What follows belongs to an exercise in optimizing a design on an open flow for small area, a short achievable clock period and few clock cycles per item; a production flow would make more cautious choices. At most, simulation tests tie the RTL to the original design; equivalence was not proved.

==> flow/design.v (excerpt) <==
module hsv_to_rgb_converter_core (
    input  logic                    clk,
    input  logic                    rst_n,
    input  logic                    pixel_valid,
    output logic                    pixel_ready,
    input  hsv2rgb_pkg::hsv_pixel_t pixel,
    output logic                    color_valid,
    input  logic                    color_ready,
    output hsv2rgb_pkg::rgb_pixel_t color
);
Size: roughly 160 flip-flops, about 69 I/O pins, ~0.021 mm^2 of cells after synthesis.
clock: 8.0 ns
lec_check: 0
abc_clock_period_in_ps: 4000
cap_margin: 20
core_margin: 2
core_utilization: 40
setup_slack_margin: 3.2
slew_margin: 20
synth_hierarchical: 1
synth_minimum_keep_size: 0
run.sh (not shown) runs the stock make flow with config.mk's settings and CLKGATE_MAP_FILE= SYNTH_SCRIPT=/design/flow/synth_recipe.tcl, a recipe that flattens the netlist after the stock synthesis.
Change:
--- a/flow/design.v
+++ b/flow/design.v
@@ -24,25 +24,25 @@
 endmodule
 module hsv_to_rgb_converter_core (
     input  logic                    clk,
     input  logic                    rst_n,
     input  logic                    pixel_valid,
     output logic                    pixel_ready,
     input  hsv2rgb_pkg::hsv_pixel_t pixel,
     output logic                    color_valid,
     input  logic                    color_ready,
     output hsv2rgb_pkg::rgb_pixel_t color
 );
     logic adv;
-    logic val1, val2, val3;
+    logic val1, val2, val3, o_valid;
     logic [12:0] h0, v0, s0;
     logic [13:0] d0;
     logic [12:0] c0;
     logic [1:0]  j0;
     logic [9:0]  f0;
     logic [2:0]  sec0;
     always_comb begin
         h0 = (pixel.hue > 13'd5744) ? 13'd5744 : pixel.hue;
         s0 = pixel.saturation[12] ? 13'd4096 : pixel.saturation;
         v0 = pixel.brightness[12] ? 13'd4096 : pixel.brightness;
         if (h0 < 13'd1920) begin
             c0 = 13'd960;  j0 = 2'd0;
@@ -1366,40 +1366,48 @@
     end
     always_ff @(posedge clk) begin
         if (adv) begin
             n3   <= n_sa + n_sb;
             cv3  <= cv_full[19:12];
             cp3  <= cp_full[31:24];
             sec3 <= sec2;
         end
     end
     logic [37:0] cx_full;
     logic [7:0]  cx;
     logic [23:0] x3;
+    logic [23:0] o_data;
     always_comb begin
         cx_full = (38'(n3) << 4) + 38'(n3);
         cx      = cx_full[37:30];
         case (sec3)
             3'd0:    x3 = {cv3, cx, cp3};
             3'd1:    x3 = {cx, cv3, cp3};
             3'd2:    x3 = {cp3, cv3, cx};
             3'd3:    x3 = {cp3, cx, cv3};
             3'd4:    x3 = {cx, cp3, cv3};
             default: x3 = {cv3, cp3, cx};
         endcase
     end
+    always_ff @(posedge clk) begin
+        if (adv) begin
+            o_data <= x3;
+        end
+    end
     always_ff @(posedge clk or negedge rst_n) begin
         if (!rst_n) begin
             val1    <= 1'b0;
             val2    <= 1'b0;
             val3    <= 1'b0;
+            o_valid <= 1'b0;
         end else if (adv) begin
             val1    <= pixel_valid;
             val2    <= val1;
             val3    <= val2;
+            o_valid <= val3;
         end
     end
-    assign adv         = !val3 || color_ready;
+    assign adv         = !o_valid || color_ready;
     assign pixel_ready = adv;
-    assign color_valid = val3;
-    assign color       = x3;
+    assign color_valid = o_valid;
+    assign color       = o_data;
 endmodule
Result: Clock-buffer cell count does not change; global-route usage came out lower by 2.0 points; critical path depth grows by 4; die area increases by 5.3%; clock skew stays flat; setup slack improves by 0.38 ns; wire length drops by 5.7%; cell area rises by 0.59%; non-clock buffer count decreases by 65; via count is lower by 0.49%; fmax goes up by 7.7%; hold slack got worse by 0.0078 ns; sequential share of layout area goes up by 2.8 points.
No run of this note included a check of the RTL's function; only the layout flow was run.

========
== lane 1 ==
Another version of the RTL of hsv_to_rgb_converter_core (not shown whole).
Size in the first run: about 1900 cells after synthesis, ~160 flip-flops, ~69 I/O pins, roughly 20000 sq um of cells after synthesis.
export LEC_CHECK = 0
export ABC_CLOCK_PERIOD_IN_PS = 4000
export CAP_MARGIN = 20
export CORE_MARGIN = 2
export CORE_UTILIZATION = 40
export SETUP_SLACK_MARGIN = 3.2
export SLEW_MARGIN = 20
export SYNTH_HIERARCHICAL = 1
export SYNTH_MINIMUM_KEEP_SIZE = 0
create_clock -name core_clock -period 8.0 [get_ports {clk}]
Testbench counts of lane 1, summed over its fixed seeds: cycles 16,024, items 16,000.
### lane 1 -> lane 2
--- a/flow/design.v
+++ b/flow/design.v
@@ -559,24 +559,22 @@
     end
     always_ff @(posedge clk) begin
         if (adv) begin
             m2    <= m_sa + m_sb;
             v2    <= v1;
             fone2 <= fone1;
             ftwo2 <= ftwo1;
             fneg2 <= fneg1;
             sec2  <= sec1;
         end
     end
-    logic [20:0] cv_full;
-    logic [32:0] cp_full;
     logic [33:0] n_sa, n_sb;
     logic [33:0] n3;
     logic [7:0]  cv3, cp3;
     logic [2:0]  sec3;
     logic bpp_0_0;
     assign bpp_0_0 = ((fone2[0] & m2[0]) | 1'b0) ^ fneg2[0];
     logic bpp_0_1;
     assign bpp_0_1 = ((fone2[0] & m2[1]) | (ftwo2[0] & m2[0])) ^ fneg2[0];
     logic bpp_0_2;
     assign bpp_0_2 = ((fone2[0] & m2[2]) | (ftwo2[0] & m2[1])) ^ fneg2[0];
     logic bpp_0_3;
@@ -1351,31 +1349,43 @@
     logic nt_w292;
     logic nt_w293;
     hsv2rgb_fa u_nt_w292 (.a(nt_w168), .b(nt_w227), .c(nt_w228), .s(nt_w292), .co(nt_w293));
     logic nt_w294;
     logic nt_w295;
     hsv2rgb_fa u_nt_w294 (.a(~fneg2[3]), .b(nt_w229), .c(nt_w230), .s(nt_w294), .co(nt_w295));
     logic nt_w296;
     logic nt_w297;
     hsv2rgb_fa u_nt_w296 (.a(nt_w172), .b(nt_w231), .c(nt_w232), .s(nt_w296), .co(nt_w297));
     assign n_sa = {nt_w295, nt_w293, nt_w291, nt_w289, nt_w287, nt_w285, nt_w283, nt_w281, nt_w279, nt_w277, nt_w275, nt_w273, nt_w271, nt_w269, nt_w267, nt_w265, nt_w263, nt_w261, nt_w259, nt_w257, nt_w255, nt_w253, nt_w251, nt_w249, nt_w247, nt_w245, nt_w243, nt_w241, nt_w239, nt_w237, nt_w235, fneg2[1], bpp_0_1, bpp_0_0};
     assign n_sb = {nt_w296, nt_w294, nt_w292, nt_w290, nt_w288, nt_w286, nt_w284, nt_w282, nt_w280, nt_w278, nt_w276, nt_w274, nt_w272, nt_w270, nt_w268, nt_w266, nt_w264, nt_w262, nt_w260, nt_w258, nt_w256, nt_w254, nt_w252, nt_w250, nt_w248, nt_w246, nt_w244, nt_w242, nt_w240, nt_w238, nt_w236, nt_w234, 1'b0, fneg2[0]};
+    logic [24:0] y2;
+    logic [8:0]  ya2;
+    logic [15:0] yb2;
+    logic [16:0] ylim2;
+    logic        cp_dec2, cv_dec2;
+    logic [7:0]  cv2, cp2;
     always_comb begin
-        cv_full = (21'(v2) << 8) - 21'(v2);
-        cp_full = ((33'(v2) << 20) - (33'(v2) << 12)) - ((33'(m2) << 8) - 33'(m2));
+        cv_dec2 = v2 > {1'b0, v2[3:0], 8'd0};
+        cv2     = 8'(v2[12:4] - 9'(cv_dec2));
+        y2      = {v2, 12'd0} - m2;
+        ya2     = y2[24:16];
+        yb2     = y2[15:0];
+        ylim2   = {ya2, 8'd0} + 17'(ya2);
+        cp_dec2 = (ya2 != 9'd0) && ({1'b0, yb2} <= ylim2);
+        cp2     = 8'(ya2 - 9'(cp_dec2));
     end
     always_ff @(posedge clk) begin
         if (adv) begin
             n3   <= n_sa + n_sb;
-            cv3  <= cv_full[19:12];
-            cp3  <= cp_full[31:24];
+            cv3  <= cv2;
+            cp3  <= cp2;
             sec3 <= sec2;
         end
     end
     logic [25:0] lo_a, lo_b;
     logic [26:0] lo_sum;
     logic        c30;
     logic [7:0]  cx0, cx1, cx;
     logic [2:0]  is_cx;
     logic [7:0]  pre_r, pre_g, pre_b;
     logic [23:0] x3;
     always_comb begin
## What came out
- Lane 2: all stages complete, timing, DRC and antenna checks passed
- Going from lane 1 to lane 2, cell area reported after detailed placement saw an increase, final instance area saw an increase.
- The worst path setup slack after routing in lane 2 was lower than what lane 1 gave.
- Lane 2 vs lane 1: number of inserted filler cells in the final layout up by a few percent
- Changes observed in lane 2 relative to lane 1: wire length of the first global-routing pass higher, area occupied by multi-input gates +700 sq um.
- The overall fraction of global-route tracks in use reported for lane 2 is greater than that of lane 1 by 0.88 points.
- Compared with lane 1, non-clock buffer count in lane 2 increased by a few percent.
- Between lane 1 and lane 2, the fraction of synthesized cell area in xor and xnor cells is lower for lane 1.
The RTL of lane 2 was laid out without a check of its function.

========
Another version of the RTL of hsv_to_rgb_converter_core (not shown whole).
For scale: about 2600 cells after synthesis, roughly 200 flip-flops, roughly 69 I/O pins.
==> module hsv_to_rgb_converter_core, before the edit <==
module hsv_to_rgb_converter_core (
    input  logic                    clk,
    input  logic                    rst_n,
    input  logic                    pixel_valid,
    output logic                    pixel_ready,
    input  hsv2rgb_pkg::hsv_pixel_t pixel,
    output logic                    color_valid,
    input  logic                    color_ready,
    output hsv2rgb_pkg::rgb_pixel_t color
);
    logic adv;
    logic [12:0] h0, v0, s0;
    logic [13:0] d0;
    logic [12:0] c0;
    logic [1:0]  j0;
    logic [9:0]  f0;
    logic [2:0]  sec0;
    always_comb begin
        h0 = (pixel.hue > 13'd5744) ? 13'd5744 : pixel.hue;
        s0 = pixel.saturation[12] ? 13'd4096 : pixel.saturation;
        v0 = pixel.brightness[12] ? 13'd4096 : pixel.brightness;
        if (h0 < 13'd1920) begin
            c0 = 13'd960;  j0 = 2'd0;
        end else if (h0 < 13'd3840) begin
            c0 = 13'd2880; j0 = 2'd1;
        end else begin
            c0 = 13'd4800; j0 = 2'd2;
        end
        d0   = {1'b0, h0} - {1'b0, c0};
        f0   = d0[13] ? 10'(-d0) : d0[9:0];
        sec0 = {j0, ~d0[13]};
    end
    logic        val1;
    logic [12:0] v1, s1;
    logic [9:0]  f1;
    logic [2:0]  sec1;
    always_ff @(posedge clk) begin
        if (adv) begin
            v1   <= v0;
            s1   <= s0;
            f1   <= f0;
            sec1 <= sec0;
        end
    end
    logic        val2;
    logic [24:0] m2;
    logic [12:0] v2;
    logic [9:0]  f2;
    logic [2:0]  sec2;
    always_ff @(posedge clk) begin
        if (adv) begin
            m2   <= 25'(v1) * 25'(s1);
            v2   <= v1;
            f2   <= f1;
            sec2 <= sec1;
        end
    end
    logic [20:0] cv_full;
    logic [32:0] cp_full;
    logic        val3;
    logic [34:0] n3;
    logic [7:0]  cv3, cp3;
    logic [2:0]  sec3;
    always_comb begin
        cv_full = (21'(v2) << 8) - 21'(v2);
        cp_full = ((33'(v2) << 20) - (33'(v2) << 12)) - ((33'(m2) << 8) - 33'(m2));
    end
    always_ff @(posedge clk) begin
        if (adv) begin
            n3   <= (35'(v2) << 22) - (35'(v2) << 18) - 35'(m2) * 35'(f2);
            cv3  <= cv_full[19:12];
            cp3  <= cp_full[31:24];
            sec3 <= sec2;
        end
    end
    logic [38:0] cx_full;
    logic [7:0]  cx;
    logic [23:0] x2;
    always_comb begin
        cx_full = (39'(n3) << 4) + 39'(n3);
        cx      = cx_full[37:30];
        case (sec3)
            3'd0:    x2 = {cv3, cx, cp3};
            3'd1:    x2 = {cx, cv3, cp3};
            3'd2:    x2 = {cp3, cv3, cx};
            3'd3:    x2 = {cp3, cx, cv3};
            3'd4:    x2 = {cx, cp3, cv3};
            default: x2 = {cv3, cp3, cx};
        endcase
    end
    logic        o_valid, k_valid;
    logic [23:0] o_data, k_data;
    logic        push, pop;
    assign push = adv && val3;
    assign pop  = o_valid && color_ready;
    always_ff @(posedge clk or negedge rst_n) begin
        if (!rst_n) begin
            val1    <= 1'b0;
            val2    <= 1'b0;
            val3    <= 1'b0;
            o_valid <= 1'b0;
            k_valid <= 1'b0;
        end else begin
            if (adv) begin
                val1 <= pixel_valid;
                val2 <= val1;
                val3 <= val2;
            end
            if (!o_valid || pop) begin
                o_valid <= k_valid || push;
                k_valid <= k_valid && push;
            end else if (push) begin
                k_valid <= 1'b1;
            end
        end
    end
    always_ff @(posedge clk) begin
        if (!o_valid || pop) begin
            o_data <= k_valid ? k_data : x2;
        end
        if (push && (k_valid || (o_valid && !pop))) begin
            k_data <= x2;
        end
    end
    assign adv         = !k_valid;
    assign pixel_ready = adv;
    assign color_valid = o_valid;
    assign color       = o_data;
endmodule
clock: 8.0 ns
lec_check: 0
cap_margin: 20
core_margin: 2
core_utilization: 40
slew_margin: 20
The starting point finished with timing, DRC and antenna clean.
Testbench counts at the start, summed over its fixed seeds: cycles 16,032, items 16,000.
Then changed:
--- a/flow/design.v
+++ b/flow/design.v
@@ -66,62 +66,50 @@
             m2   <= 25'(v1) * 25'(s1);
             v2   <= v1;
             f2   <= f1;
             sec2 <= sec1;
         end
     end
+    logic [7:0]  cv, cp, cx;
     logic [20:0] cv_full;
     logic [32:0] cp_full;
-    logic        val3;
-    logic [34:0] n3;
-    logic [7:0]  cv3, cp3;
-    logic [2:0]  sec3;
+    logic [38:0] cx_full;
+    logic [34:0] n2;
+    logic [23:0] x2;
     always_comb begin
         cv_full = (21'(v2) << 8) - 21'(v2);
+        cv      = cv_full[19:12];
         cp_full = ((33'(v2) << 20) - (33'(v2) << 12)) - ((33'(m2) << 8) - 33'(m2));
-    end
-    always_ff @(posedge clk) begin
-        if (adv) begin
-            n3   <= (35'(v2) << 22) - (35'(v2) << 18) - 35'(m2) * 35'(f2);
-            cv3  <= cv_full[19:12];
-            cp3  <= cp_full[31:24];
-            sec3 <= sec2;
-        end
-    end
-    logic [38:0] cx_full;
-    logic [7:0]  cx;
-    logic [23:0] x2;
-    always_comb begin
-        cx_full = (39'(n3) << 4) + 39'(n3);
+        cp      = cp_full[31:24];
+        n2      = (35'(v2) << 22) - (35'(v2) << 18) - 35'(m2) * 35'(f2);
+        cx_full = (39'(n2) << 4) + 39'(n2);
         cx      = cx_full[37:30];
-        case (sec3)
-            3'd0:    x2 = {cv3, cx, cp3};
-            3'd1:    x2 = {cx, cv3, cp3};
-            3'd2:    x2 = {cp3, cv3, cx};
-            3'd3:    x2 = {cp3, cx, cv3};
-            3'd4:    x2 = {cx, cp3, cv3};
-            default: x2 = {cv3, cp3, cx};
+        case (sec2)
+            3'd0:    x2 = {cv, cx, cp};
+            3'd1:    x2 = {cx, cv, cp};
+            3'd2:    x2 = {cp, cv, cx};
+            3'd3:    x2 = {cp, cx, cv};
+            3'd4:    x2 = {cx, cp, cv};
+            default: x2 = {cv, cp, cx};
         endcase
     end
     logic        o_valid, k_valid;
     logic [23:0] o_data, k_data;
     logic        push, pop;
-    assign push = adv && val3;
+    assign push = adv && val2;
     assign pop  = o_valid && color_ready;
     always_ff @(posedge clk or negedge rst_n) begin
         if (!rst_n) begin
             val1    <= 1'b0;
             val2    <= 1'b0;
-            val3    <= 1'b0;
             o_valid <= 1'b0;
             k_valid <= 1'b0;
         end else begin
             if (adv) begin
                 val1 <= pixel_valid;
                 val2 <= val1;
-                val3 <= val2;
             end
             if (!o_valid || pop) begin
                 o_valid <= k_valid || push;
                 k_valid <= k_valid && push;
             end else if (push) begin
                 k_valid <= 1'b1;
=>
- The changed run completed, yet does not pass: negative setup slack
- setup slack got worse by 1800 ps
- register-to-register slack got worse by 1800 ps
- global-route usage went up by 1.8 points
- synthesized cell count went down by 3.4%
- first-iteration DRC count went down by 8.3%
- synthesized area went down by 7.2%
- non-clock buffer count went up by 246
Only the layout flow was run in the second run of this note; the RTL was not checked for function there.

==> static timing again, ports no longer ideal <==
The flow's constraints put no driver on any port. The routed layouts listed below were extracted and timed again, unchanged, in two steps. Step 1: set_driving_cell puts a clkbuf_16 on clk and a buf_2 on each other input, an assumption about the parent block. Step 2, shift: input delay + t, output delay - t, t = (earliest + latest rising clock arrival at the registers) / 2. This alone moves slack from input paths to output paths. Slacks: ideal ports / drivers / drivers and shift; pairs: ideal ports / drivers.
run	t (ns)	setup WS [ns]	worst setup path after step 2	slew at the worst register clock pin (ns)	worst data-port slew with drivers (ns)
the first run of note 1	0.540	2.743 / 2.688 / 2.960	input to register	0.07 / 0.07	0.03
the second run of note 1	0.543	3.119 / 3.119 / 2.975	input to register	0.07 / 0.07	0.04
lane 1	0.528	3.175 / 3.124 / 3.176	register to register	0.07 / 0.07	0.04
lane 2	0.542	2.741 / 2.741 / 2.741	register to register	0.07 / 0.07	0.04
the first run of note 3	0.555	1.466 / 1.466 / 1.466	register to register	0.09 / 0.09	0.06
the second run of note 3	0.504	-0.305 / -0.305 / -0.305	register to register	0.07 / 0.07	0.05
The setup slack of the second run of note 1, which loses most, moves by 0.000 ns with the drivers and by -0.144 ns with both steps.
